This design comes from an exercise in tuning for small area and a short achievable clock period on the open sky130 flow, not from production work. Where RTL was checked, it was by simulation tests only, not by an equivalence proof against the original. Power is estimated from default activity; no workload was simulated.

==> umber: inputs <==
// rand_range_mapper
module rand_range_mapper #(
   parameter int unsigned FIFO_DEPTH  = 16,
   parameter int unsigned ADDR_SIZE   = 4,
   parameter int unsigned RANGE_WIDTH = 16
) (
   input  logic                   clk,
   input  logic                   reset_n,
   input  logic [31:0]            rand_in,
   input  logic                   rand_in_valid,
   input  logic [RANGE_WIDTH-1:0] range_in,
   input  logic                   range_load,
   output logic                   busy,
   output logic [RANGE_WIDTH-1:0] out_data,
   output logic                   out_valid,
   input  logic                   out_ready,
   output logic [ADDR_SIZE:0]     fifo_level,
   output logic [15:0]            drop_count,
   output logic [15:0]            reject_count
);
==> module rand_range_mapper, before the edit <==
module rand_range_mapper #(
   parameter int unsigned FIFO_DEPTH  = 16,
   parameter int unsigned ADDR_SIZE   = 4,
   parameter int unsigned RANGE_WIDTH = 16
) (
   input  logic                   clk,
   input  logic                   reset_n,
   input  logic [31:0]            rand_in,
   input  logic                   rand_in_valid,
   input  logic [RANGE_WIDTH-1:0] range_in,
   input  logic                   range_load,
   output logic                   busy,
   output logic [RANGE_WIDTH-1:0] out_data,
   output logic                   out_valid,
   input  logic                   out_ready,
   output logic [ADDR_SIZE:0]     fifo_level,
   output logic [15:0]            drop_count,
   output logic [15:0]            reject_count
);
   localparam int unsigned RamDepth = FIFO_DEPTH - 2;
   logic                   busy_q;
   logic [RANGE_WIDTH-1:0] range_q;
   logic [RANGE_WIDTH-1:0] rem_q;       
   logic [4:0]             iter_q;
   logic [RANGE_WIDTH-1:0] out_data_q;
   logic                   out_valid_q;
   logic [31:0]            ram [RamDepth];
   logic [3:0]             wr_ptr_q;
   logic [3:0]             rd_ptr_q;
   logic [ADDR_SIZE:0]     level_q;
   logic [31:0]            head_q;
   logic [31:0]            second_q;
   logic [31:0]            head_d;
   logic [31:0]            second_d;
   logic [31:0]            mul_x;
   logic                   empty;
   logic                   full;
   logic                   ge2;
   logic                   ge3;
   logic                   pop;
   logic                   push;
   logic                   ram_we;
   logic                   head_ld;
   logic                   second_ld;
   logic                   cs_en;
   logic [47:0] cs0_d, cs0_q;
   logic [47:0] cs1_d, cs1_q;
   logic [47:0] cs2_d, cs2_q;
   logic [47:0]            sum_s;       
   logic [47:0]            sum_c;
   logic [47:0]            prod;
   logic                   c32;
   logic [31:0]            tk;
   logic [31:0]            v_s;
   logic [32:0]            v_c;
   logic [32:0]            v_lo;
   logic [RANGE_WIDTH-1:0] result;
   logic                   accept;
   logic [RANGE_WIDTH:0]   rem_dbl;
   logic [RANGE_WIDTH-1:0] rem_next;
   always_comb begin
      empty     = (level_q == '0);
      full      = level_q[ADDR_SIZE];
      ge2       = (level_q[ADDR_SIZE:1] != '0);
      ge3       = ge2 && (level_q != (ADDR_SIZE+1)'(2));
      pop       = !busy_q && !range_load && !empty && (!out_valid_q || out_ready);
      push      = rand_in_valid && (!full || pop);
      ram_we    = push && (pop ? ge3 : ge2);
      head_ld   = pop || empty;
      second_ld = pop || !ge2;
      head_d    = ge2 ? second_q : rand_in;
      second_d  = ge3 ? ram[rd_ptr_q] : rand_in;
      mul_x     = (busy_q && !empty) ? head_q : head_d;
      cs_en     = busy_q || head_ld;
   end
   rrm_mul_cs u_mul (.x(mul_x), .n(range_q), .r0(cs0_d), .r1(cs1_d), .r2(cs2_d));
   always_comb begin
      sum_s  = cs0_q ^ cs1_q ^ cs2_q;
      sum_c  = {(cs0_q[46:0] & cs1_q[46:0]) | (cs0_q[46:0] & cs2_q[46:0]) | (cs1_q[46:0] & cs2_q[46:0]), 1'b0};
      prod   = sum_s + sum_c;
      c32    = 1'((33'(sum_s[31:0]) + 33'(sum_c[31:0])) >> 32);
      tk     = {16'hFFFF, ~rem_q};
      v_s    = sum_s[31:0] ^ sum_c[31:0] ^ tk;
      v_c    = {(sum_s[31:0] & sum_c[31:0]) | (sum_s[31:0] & tk) | (sum_c[31:0] & tk), 1'b1};
      v_lo   = 33'(v_s) + 33'(v_c[31:0]);
      accept = v_lo[32] ^ v_c[32] ^ c32;
      result = (range_q == '0) ? head_q[RANGE_WIDTH-1:0] : prod[47:32];
   end
   always_comb begin
      rem_dbl = {rem_q, 1'b0};
      if (rem_dbl >= {1'b0, range_q}) rem_next = RANGE_WIDTH'(rem_dbl - {1'b0, range_q});
      else                            rem_next = rem_dbl[RANGE_WIDTH-1:0];
   end
   always_ff @(posedge clk) begin
      if (ram_we) ram[wr_ptr_q] <= rand_in;
   end
   always_ff @(posedge clk) begin
      if (head_ld)   head_q   <= head_d;
      if (second_ld) second_q <= second_d;
      if (cs_en) begin
      cs0_q <= cs0_d;
      cs1_q <= cs1_d;
      cs2_q <= cs2_d;
      end
   end
   always_ff @(posedge clk or negedge reset_n) begin
      if (!reset_n) begin
         wr_ptr_q <= '0;
         rd_ptr_q <= '0;
         level_q  <= '0;
      end else begin
         if (ram_we) wr_ptr_q <= (wr_ptr_q == 4'(RamDepth - 1)) ? 4'd0 : wr_ptr_q + 4'd1;
         if (pop && ge3) rd_ptr_q <= (rd_ptr_q == 4'(RamDepth - 1)) ? 4'd0 : rd_ptr_q + 4'd1;
         if (push && !pop) level_q <= level_q + 1'b1;
         else if (pop && !push) level_q <= level_q - 1'b1;
      end
   end
   always_ff @(posedge clk or negedge reset_n) begin
      if (!reset_n) begin
         busy_q      <= 1'b0;
         range_q     <= '0;
         rem_q       <= '0;
         iter_q      <= '0;
         out_data_q  <= '0;
         out_valid_q <= 1'b0;
      end else begin
         if (range_load) begin
            busy_q  <= 1'b1;
            range_q <= range_in;
            rem_q   <= RANGE_WIDTH'(range_in[RANGE_WIDTH-1:1] != '0);
            iter_q  <= '0;
         end else if (busy_q) begin
            rem_q  <= rem_next;
            iter_q <= iter_q + 5'd1;
            if (iter_q == 5'd31) busy_q <= 1'b0;
         end
         if (range_load) begin
            out_valid_q <= 1'b0;
         end else if (pop && accept) begin
            out_data_q  <= result;
            out_valid_q <= 1'b1;
         end else if (out_ready) begin
            out_valid_q <= 1'b0;
         end
      end
   end
   logic [15:0] drop_q;
   logic [15:0] reject_q;
   always_ff @(posedge clk or negedge reset_n) begin
      if (!reset_n) begin
         drop_q   <= '0;
         reject_q <= '0;
      end else begin
         if (rand_in_valid && !push && (drop_q != 16'hFFFF)) drop_q <= drop_q + 16'd1;
         if (pop && !accept && (reject_q != 16'hFFFF)) reject_q <= reject_q + 16'd1;
      end
   end
   assign drop_count   = drop_q;
   assign reject_count = reject_q;
   assign busy       = busy_q;
   assign out_data   = out_data_q;
   assign out_valid  = out_valid_q;
   assign fifo_level = level_q;
endmodule
export LEC_CHECK = 0
export ABC_AREA = 1
export CAP_MARGIN = 20
export CORE_MARGIN = 2
export CORE_UTILIZATION = 40
export SLEW_MARGIN = 20
create_clock -name core_clock -period 10.0 [get_ports {clk}]
standard.sh (not shown) runs the stock make flow with config.mk's settings and CLKGATE_MAP_FILE= SYNTH_SCRIPT=/design/flow/synth_recipe.tcl, a recipe that flattens the netlist after the stock synthesis.
==> flow/flow/run.sh <==
#!/bin/bash
# Own flow: the standard layout (standard.sh: standard synthesis, floorplan, place, CTS,
# route, finish), with two changes to how the layout is made:
#  - port buffers are buf_4 cells (buffer_ports -buffer_cell) instead of the default delay buffer;
#  - the timing repair steps aim for 6 ns of setup slack at the 10 ns clock (SETUP_SLACK_MARGIN).
# make's full output goes to flow_make.log here; each tool's own log is under orfs/logs/.
set -euo pipefail
export SETUP_SLACK_MARGIN=6
export BUFFER_PORTS_ARGS="-buffer_cell sky130_fd_sc_hd__buf_4"
bash standard.sh > flow_make.log 2>&1
==> nickel (differences from umber) <==
--- a/flow/design.v
+++ b/flow/design.v
@@ -18,5 +18,5 @@
    output logic [15:0]            reject_count
 );
-   localparam int unsigned RamDepth = FIFO_DEPTH - 2;
+   localparam int unsigned RamDepth = FIFO_DEPTH - 1;
    logic                   busy_q;
    logic [RANGE_WIDTH-1:0] range_q;
@@ -30,29 +30,16 @@
    logic [ADDR_SIZE:0]     level_q;
    logic [31:0]            head_q;
-   logic [31:0]            second_q;
-   logic [31:0]            head_d;
-   logic [31:0]            second_d;
-   logic [31:0]            mul_x;
+   logic [31:0]            x_next;
    logic                   empty;
    logic                   full;
-   logic                   ge2;
-   logic                   ge3;
+   logic                   ram_has;
    logic                   pop;
    logic                   push;
    logic                   ram_we;
    logic                   head_ld;
-   logic                   second_ld;
-   logic                   cs_en;
    logic [47:0] cs0_d, cs0_q;
    logic [47:0] cs1_d, cs1_q;
    logic [47:0] cs2_d, cs2_q;
-   logic [47:0]            sum_s;       
-   logic [47:0]            sum_c;
    logic [47:0]            prod;
-   logic                   c32;
-   logic [31:0]            tk;
-   logic [31:0]            v_s;
-   logic [32:0]            v_c;
-   logic [32:0]            v_lo;
    logic [RANGE_WIDTH-1:0] result;
    logic                   accept;
@@ -60,30 +47,20 @@
    logic [RANGE_WIDTH-1:0] rem_next;
    always_comb begin
-      empty     = (level_q == '0);
-      full      = level_q[ADDR_SIZE];
-      ge2       = (level_q[ADDR_SIZE:1] != '0);
-      ge3       = ge2 && (level_q != (ADDR_SIZE+1)'(2));
-      pop       = !busy_q && !range_load && !empty && (!out_valid_q || out_ready);
-      push      = rand_in_valid && (!full || pop);
-      ram_we    = push && (pop ? ge3 : ge2);
-      head_ld   = pop || empty;
-      second_ld = pop || !ge2;
-      head_d    = ge2 ? second_q : rand_in;
-      second_d  = ge3 ? ram[rd_ptr_q] : rand_in;
-      mul_x     = (busy_q && !empty) ? head_q : head_d;
-      cs_en     = busy_q || head_ld;
+      empty   = (level_q == '0);
+      full    = level_q[ADDR_SIZE];
+      ram_has = (level_q[ADDR_SIZE:1] != '0);
+      pop     = !busy_q && !range_load && !empty && (!out_valid_q || out_ready);
+      push    = rand_in_valid && (!full || pop);
+      ram_we  = push && !empty && !(pop && !ram_has);
+      head_ld = pop || empty;
+      if (!head_ld)     x_next = head_q;
+      else if (ram_has) x_next = ram[rd_ptr_q];
+      else              x_next = rand_in;
    end
-   rrm_mul_cs u_mul (.x(mul_x), .n(range_q), .r0(cs0_d), .r1(cs1_d), .r2(cs2_d));
+   rrm_mul_cs u_mul (.x(x_next), .n(range_q), .r0(cs0_d), .r1(cs1_d), .r2(cs2_d));
    always_comb begin
-      sum_s  = cs0_q ^ cs1_q ^ cs2_q;
-      sum_c  = {(cs0_q[46:0] & cs1_q[46:0]) | (cs0_q[46:0] & cs2_q[46:0]) | (cs1_q[46:0] & cs2_q[46:0]), 1'b0};
-      prod   = sum_s + sum_c;
-      c32    = 1'((33'(sum_s[31:0]) + 33'(sum_c[31:0])) >> 32);
-      tk     = {16'hFFFF, ~rem_q};
-      v_s    = sum_s[31:0] ^ sum_c[31:0] ^ tk;
-      v_c    = {(sum_s[31:0] & sum_c[31:0]) | (sum_s[31:0] & tk) | (sum_c[31:0] & tk), 1'b1};
-      v_lo   = 33'(v_s) + 33'(v_c[31:0]);
-      accept = v_lo[32] ^ v_c[32] ^ c32;
+      prod   = cs0_q + cs1_q + cs2_q;
       result = (range_q == '0) ? head_q[RANGE_WIDTH-1:0] : prod[47:32];
+      accept = (prod[31:0] >= 32'(rem_q));
    end
    always_comb begin
@@ -96,11 +73,8 @@
    end
    always_ff @(posedge clk) begin
-      if (head_ld)   head_q   <= head_d;
-      if (second_ld) second_q <= second_d;
-      if (cs_en) begin
+      head_q <= x_next;
       cs0_q <= cs0_d;
       cs1_q <= cs1_d;
       cs2_q <= cs2_d;
-      end
    end
    always_ff @(posedge clk or negedge reset_n) begin
@@ -111,5 +85,5 @@
       end else begin
          if (ram_we) wr_ptr_q <= (wr_ptr_q == 4'(RamDepth - 1)) ? 4'd0 : wr_ptr_q + 4'd1;
-         if (pop && ge3) rd_ptr_q <= (rd_ptr_q == 4'(RamDepth - 1)) ? 4'd0 : rd_ptr_q + 4'd1;
+         if (pop && ram_has) rd_ptr_q <= (rd_ptr_q == 4'(RamDepth - 1)) ? 4'd0 : rd_ptr_q + 4'd1;
          if (push && !pop) level_q <= level_q + 1'b1;
          else if (pop && !push) level_q <= level_q - 1'b1;
==> flow/run.sh (new file) <==
#!/bin/bash
# synth_recipe.tcl (not shown) runs the flow's synth.tcl, then flattens the netlist and writes it again
# the make line also repeats each setting of config.mk as NAME=value (left out here)
make -C /OpenROAD-flow-scripts/flow DESIGN_CONFIG=/design/flow/config.mk WORK_HOME=/design/flow/orfs CLKGATE_MAP_FILE= SYNTH_SCRIPT=/design/flow/synth_recipe.tcl finish
--- a/flow/config.mk
+++ b/flow/config.mk
@@ -6,5 +6,4 @@
 export NUM_CORES = 4
 export LEC_CHECK = 0
-export ABC_AREA = 1
 export CAP_MARGIN = 20
 export CORE_MARGIN = 2
removed: flow/flow/run.sh
removed: flow/standard.sh
==> qor summary <==
                                                                              umber                 nickel
Status                                               no timing/DRC/antenna violations  no timing/DRC/antenna violations
Cell Count Post-Placement                                                        5892                   6167
Multi-input logic portion of the cell area                                      41.7%                  47.7%
Post-CTS Resized                                                                  178                      0
Final non-clock buffer share                                                    5.95%                  3.56%
Worst min-delay path startpoint                            out_data_q[11]$_DFFE_PN0P_  drop_q[8]$_DFFE_PN0P_
Placed wire-length estimate after detailed placement                         90100 um               93300 um
Setup slack after placement                                                   4.83 ns                2.65 ns
Crit share post-route                                                           42.2%                  68.2%
Storage element area                                                      0.0221 mm^2            0.0204 mm^2
Largest stage delay on the critical path                                      0.59 ns                0.81 ns
RSZ-0062 raised after global routing                                             true                  false
Sequential share of the synthesized area                                        48.3%                  42.0%
Overall die area                                                           0.117 mm^2             0.124 mm^2
Most Frequent Cell on Critical Path                                              fa_2                   fa_1
Static Leak                                                                   22.2 nW                18.9 nW
Global routing met2 resource utilization                                        39.7%                  37.0%
Headroom to the max-slew limit                                                  21.0%                  25.3%
Buffer count excluding the clock tree in the final layout                         334                    216
Function not checked in nickel: the RTL went through the layout flow alone.

==> separate check: timing with driven ports <==
Ports are ideal in the flow. The routed layouts listed here were re-timed in OpenROAD. Step 1 (the two cells are an assumption about what drives the block):
set clk [get_ports {clk}]
set_driving_cell -lib_cell sky130_fd_sc_hd__clkbuf_16 $clk
set_driving_cell -lib_cell sky130_fd_sc_hd__buf_2 [delete_from_list [all_inputs] $clk]
Step 2 moves the port delays by t, midway between the first and last clock arrival at a register: inputs arrive t later, outputs are due t later. That takes back most of the time a late clock gives input paths. Slacks: no drivers / after step 1 / after step 2; pairs: no drivers / after step 1.
run	shift t [ns]	setup slack, ns	hold WS [ns]	clock arrival spread, ns	slew at the worst register clock pin (ns)
umber	0.709	5.784 / 5.759 / 5.050	0.484 / 0.484 / 0.484	0.026 / 0.026	0.07 / 0.07
nickel	0.734	3.181 / 3.217 / 2.482	0.493 / 0.493 / 0.493	0.047 / 0.047	0.07 / 0.07
After both steps setup and hold are still met in every run listed. For umber, which loses most, drivers alone change the setup slack by -0.025 ns; drivers and shift together by -0.734 ns.
